Context: an optimization exercise on an open-source flow, tuned for small area, a short achievable clock period and few clock cycles per item. The choices shown serve that exercise and are no tape-out recipe. Function was checked by simulation only, so behaviour that the tests miss may differ from the original.

run 1:
==> module covariance_accumulator, before the edit <==
module covariance_accumulator
#(
   parameter int DATA_W = 16,
   parameter int LOG2_N = 2
) (
   input  logic              clk,
   input  logic              rst,
   input  logic              start,
   input  logic              in_valid,
   output logic              in_ready,
   input  logic [DATA_W-1:0] x_in,
   input  logic [DATA_W-1:0] y_in,
   output logic              bram_ena,
   output logic              bram_wea,
   output logic [1:0]        bram_addra,
   output logic [31:0]       bram_dina,
   output logic              busy,
   output logic              done
);
   localparam int ACC_W = pca_pkg::ACC_W;
   localparam int SQ_W  = ACC_W - 1;      
   logic       rdy_q, busy_q, ena_q, done_q;
   logic [1:0] cnt_q;                     
   logic [2:0] ph_q;                      
   logic [1:0] addr_q;
   logic [15:0]     xq, yq;               
   logic [7:0]      one_q, two_q, neg_q;  
   logic            first_q;              
   logic [SQ_W-1:0] xx_s, xx_c, yy_s, yy_c;
   logic [ACC_W-1:0] xy_s, xy_c;
   logic [SQ_W-1:0] xx_s_d, xx_c_d, yy_s_d, yy_c_d;
   logic [ACC_W-1:0] xy_s_d, xy_c_d;
   logic [31:0]     dina_q;
   logic            sxx_q, syy_q, sxy_q;  
   logic        accept;
   logic [15:0] xg, yg;
   logic [16:0] ye;
   logic [7:0]  one_d, two_d, neg_d;
   assign accept = in_valid & rdy_q;
   assign xg     = x_in & {16{accept}};
   assign yg     = y_in & {16{accept}};
   assign ye     = {yg, 1'b0};
   always_comb begin
      for (int k = 0; k < 8; k++) begin
         one_d[k] = ye[2*k+1] ^ ye[2*k];
         two_d[k] = (ye[2*k+2] & ~ye[2*k+1] & ~ye[2*k]) |
                    (~ye[2*k+2] & ye[2*k+1] & ye[2*k]);
         neg_d[k] = ye[2*k+2];
      end
   end
   always_ff @(posedge clk) begin
      xq      <= xg;
      yq      <= yg;
      one_q   <= one_d;
      two_q   <= two_d;
      neg_q   <= neg_d;
      first_q <= accept & (cnt_q == 2'd0);
   end
   cov_sq_acc u_xx (
      .x     (xq),
      .acc_s (xx_s & {SQ_W{~first_q}}),
      .acc_c (xx_c & {SQ_W{~first_q}}),
      .sum_s (xx_s_d),
      .sum_c (xx_c_d)
   );
   cov_mac u_xy (
      .x     (xq),
      .one   (one_q),
      .two   (two_q),
      .neg   (neg_q),
      .acc_s (xy_s & {ACC_W{~first_q}}),
      .acc_c (xy_c & {ACC_W{~first_q}}),
      .sum_s (xy_s_d),
      .sum_c (xy_c_d)
   );
   cov_sq_acc u_yy (
      .x     (yq),
      .acc_s (yy_s & {SQ_W{~first_q}}),
      .acc_c (yy_c & {SQ_W{~first_q}}),
      .sum_s (yy_s_d),
      .sum_c (yy_c_d)
   );
   logic [ACC_W-1:0] sel_s, sel_c, sel_sum;
   always_comb begin
      sel_s   = ({1'b0, xx_s} & {ACC_W{sxx_q}}) | ({1'b0, yy_s} & {ACC_W{syy_q}}) |
                (xy_s & {ACC_W{sxy_q}});
      sel_c   = ({1'b0, xx_c} & {ACC_W{sxx_q}}) | ({1'b0, yy_c} & {ACC_W{syy_q}}) |
                (xy_c & {ACC_W{sxy_q}});
      sel_sum = sel_s + sel_c;
      sel_sum[ACC_W-1] = sel_sum[ACC_W-1] & sxy_q;
   end
   always_ff @(posedge clk) begin
      xx_s   <= xx_s_d;
      xx_c   <= xx_c_d;
      xy_s   <= xy_s_d;
      xy_c   <= xy_c_d;
      yy_s   <= yy_s_d;
      yy_c   <= yy_c_d;
      dina_q <= sel_sum[ACC_W-1:2];
      sxx_q  <= (ph_q == 3'd1);
      syy_q  <= (ph_q == 3'd2);
      sxy_q  <= (ph_q == 3'd3) || (ph_q == 3'd4);
   end
   always_ff @(posedge clk or posedge rst) begin
      if (rst) begin
         rdy_q  <= 1'b0;
         busy_q <= 1'b0;
         ena_q  <= 1'b0;
         done_q <= 1'b0;
         cnt_q  <= 2'd0;
         ph_q   <= 3'd0;
         addr_q <= 2'd0;
      end else begin
         if (!busy_q && start) begin
            rdy_q  <= 1'b1;
            busy_q <= 1'b1;
         end
         if (accept) begin
            cnt_q <= cnt_q + 2'd1;
            if (cnt_q == 2'd3) begin
               rdy_q <= 1'b0;
               ph_q  <= 3'd1;
            end
         end
         if (ph_q != 3'd0) ph_q <= (ph_q == 3'd6) ? 3'd0 : ph_q + 3'd1;
         done_q <= (ph_q == 3'd5);
         if (ph_q == 3'd5) busy_q <= 1'b0;
         if (ph_q == 3'd2) ena_q <= 1'b1;
         if (ph_q == 3'd6) ena_q <= 1'b0;
         unique case (ph_q)
            3'd2:    addr_q <= 2'd0;
            3'd3:    addr_q <= 2'd3;
            3'd4:    addr_q <= 2'd1;
            3'd5:    addr_q <= 2'd2;
            default: addr_q <= addr_q;
         endcase
      end
   end
   assign in_ready   = rdy_q;
   assign busy       = busy_q;
   assign done       = done_q;
   assign bram_ena   = ena_q;
   assign bram_wea   = ena_q;
   assign bram_addra = addr_q;
   assign bram_dina  = dina_q;
endmodule
export LEC_CHECK = 0
export ABC_AREA = 1
export CAP_MARGIN = 20
export CORE_MARGIN = 2
export CORE_UTILIZATION = 40
export SETUP_SLACK_MARGIN = 5
export SLEW_MARGIN = 20
create_clock -name core_clock -period 8.5 [get_ports {clk}]
standard.sh (not shown) runs the stock make flow with config.mk's settings and CLKGATE_MAP_FILE= SYNTH_SCRIPT=/design/flow/synth_recipe.tcl, a recipe that flattens the netlist after the stock synthesis.
==> flow/flow/run.sh <==
#!/bin/bash
# The standard layout, except that synthesis leaves the adder trees to ABC
# instead of mapping them onto full-adder cells (ADDER_MAP_FILE empty), and
# timing repair aims at a tighter period than the design's clock. The clock,
# constraints, registers and the rest of the flow are the standard ones.
set -euo pipefail
bash standard.sh ADDER_MAP_FILE= SETUP_SLACK_MARGIN=5.65 finish > flow_make.log 2>&1
Run 1 reached the final stage; the timing, DRC and antenna checks on its layout passed.
Testbench counts of run 1, summed over its fixed seeds: cycles 5,128, windows 512.
The following lists how run 2 was set up differently from run 1:
--- a/flow/design.v
+++ b/flow/design.v
@@ -721,9 +721,8 @@
    logic [1:0] cnt_q;                     
    logic [2:0] ph_q;                      
    logic [1:0] addr_q;
    logic [15:0]     xq, yq;               
-   logic [7:0]      one_q, two_q, neg_q;  
    logic            first_q;              
    logic [SQ_W-1:0] xx_s, xx_c, yy_s, yy_c;
    logic [ACC_W-1:0] xy_s, xy_c;
    logic [SQ_W-1:0] xx_s_d, xx_c_d, yy_s_d, yy_c_d;
@@ -732,13 +731,13 @@
    logic            sxx_q, syy_q, sxy_q;  
    logic        accept;
    logic [15:0] xg, yg;
    logic [16:0] ye;
-   logic [7:0]  one_d, two_d, neg_d;
+   logic [7:0]  one_d, two_d, neg_d;      
    assign accept = in_valid & rdy_q;
    assign xg     = x_in & {16{accept}};
    assign yg     = y_in & {16{accept}};
-   assign ye     = {yg, 1'b0};
+   assign ye     = {yq, 1'b0};
    always_comb begin
       for (int k = 0; k < 8; k++) begin
          one_d[k] = ye[2*k+1] ^ ye[2*k];
          two_d[k] = (ye[2*k+2] & ~ye[2*k+1] & ~ye[2*k]) |
@@ -748,11 +747,8 @@
    end
    always_ff @(posedge clk) begin
       xq      <= xg;
       yq      <= yg;
-      one_q   <= one_d;
-      two_q   <= two_d;
-      neg_q   <= neg_d;
       first_q <= accept & (cnt_q == 2'd0);
    end
    cov_sq_acc u_xx (
       .x     (xq),
@@ -762,11 +758,11 @@
       .sum_c (xx_c_d)
    );
    cov_mac u_xy (
       .x     (xq),
-      .one   (one_q),
-      .two   (two_q),
-      .neg   (neg_q),
+      .one   (one_d),
+      .two   (two_d),
+      .neg   (neg_d),
       .acc_s (xy_s & {ACC_W{~first_q}}),
       .acc_c (xy_c & {ACC_W{~first_q}}),
       .sum_s (xy_s_d),
       .sum_c (xy_c_d)
Results
- Comparing run 1 and run 2, the lower total routing usage reported by global routing is on run 1.
- Relative to run 1, global-route track usage on met1 has gone up in run 2.
- Run 2 falls short of run 1 in reported net switching power.
- Compared with run 1, run 2 shows a share of synthesized area occupied by flip-flops and latches that is 0.43 points lower.
- Per the comparison of run 2 with run 1, post-route met1 wirelength up about 0.65%; total number of vias flat; chip width down 1.5%.
- Comparing the two runs side by side, run 2 comes out ahead of run 1 on die area.
- [compare] base=run 1 new=run 2: worst setup slack after layout now larger; met3 layer wire length in the routed design higher.
Testbench counts of run 2, summed over its fixed seeds: cycles 5,128, windows 512.

==> separate check: timing with driven ports <==
The results above use ideal ports. As a check the final layouts listed here were re-extracted and re-timed, cells and wires unchanged.
Step 1 (the two cells are an assumption about what drives the block):
set clk [get_ports {clk}]
set_driving_cell -lib_cell sky130_fd_sc_hd__clkbuf_16 $clk
set_driving_cell -lib_cell sky130_fd_sc_hd__buf_2 [delete_from_list [all_inputs] $clk]
Step 2 also shifts input and output timing later by t, the mid clock arrival at the registers, as if the neighbouring blocks saw the same clock.
a / b / c = ideal ports / drivers / drivers and shift; a / b = the first two.
run	t, ns	setup slack, ns	worst setup path after step 2	latest minus earliest clock arrival (ns)	worst data-port slew with drivers (ns)
run 1	0.653	5.686 / 5.622 / 5.280	input to register	0.032 / 0.032	0.05
run 2	0.649	5.690 / 5.621 / 5.353	input to register	0.027 / 0.027	0.05
After both steps every run listed still meets setup and hold. For run 1, which loses most, drivers alone change the setup slack by -0.064 ns; drivers and shift together by -0.406 ns.
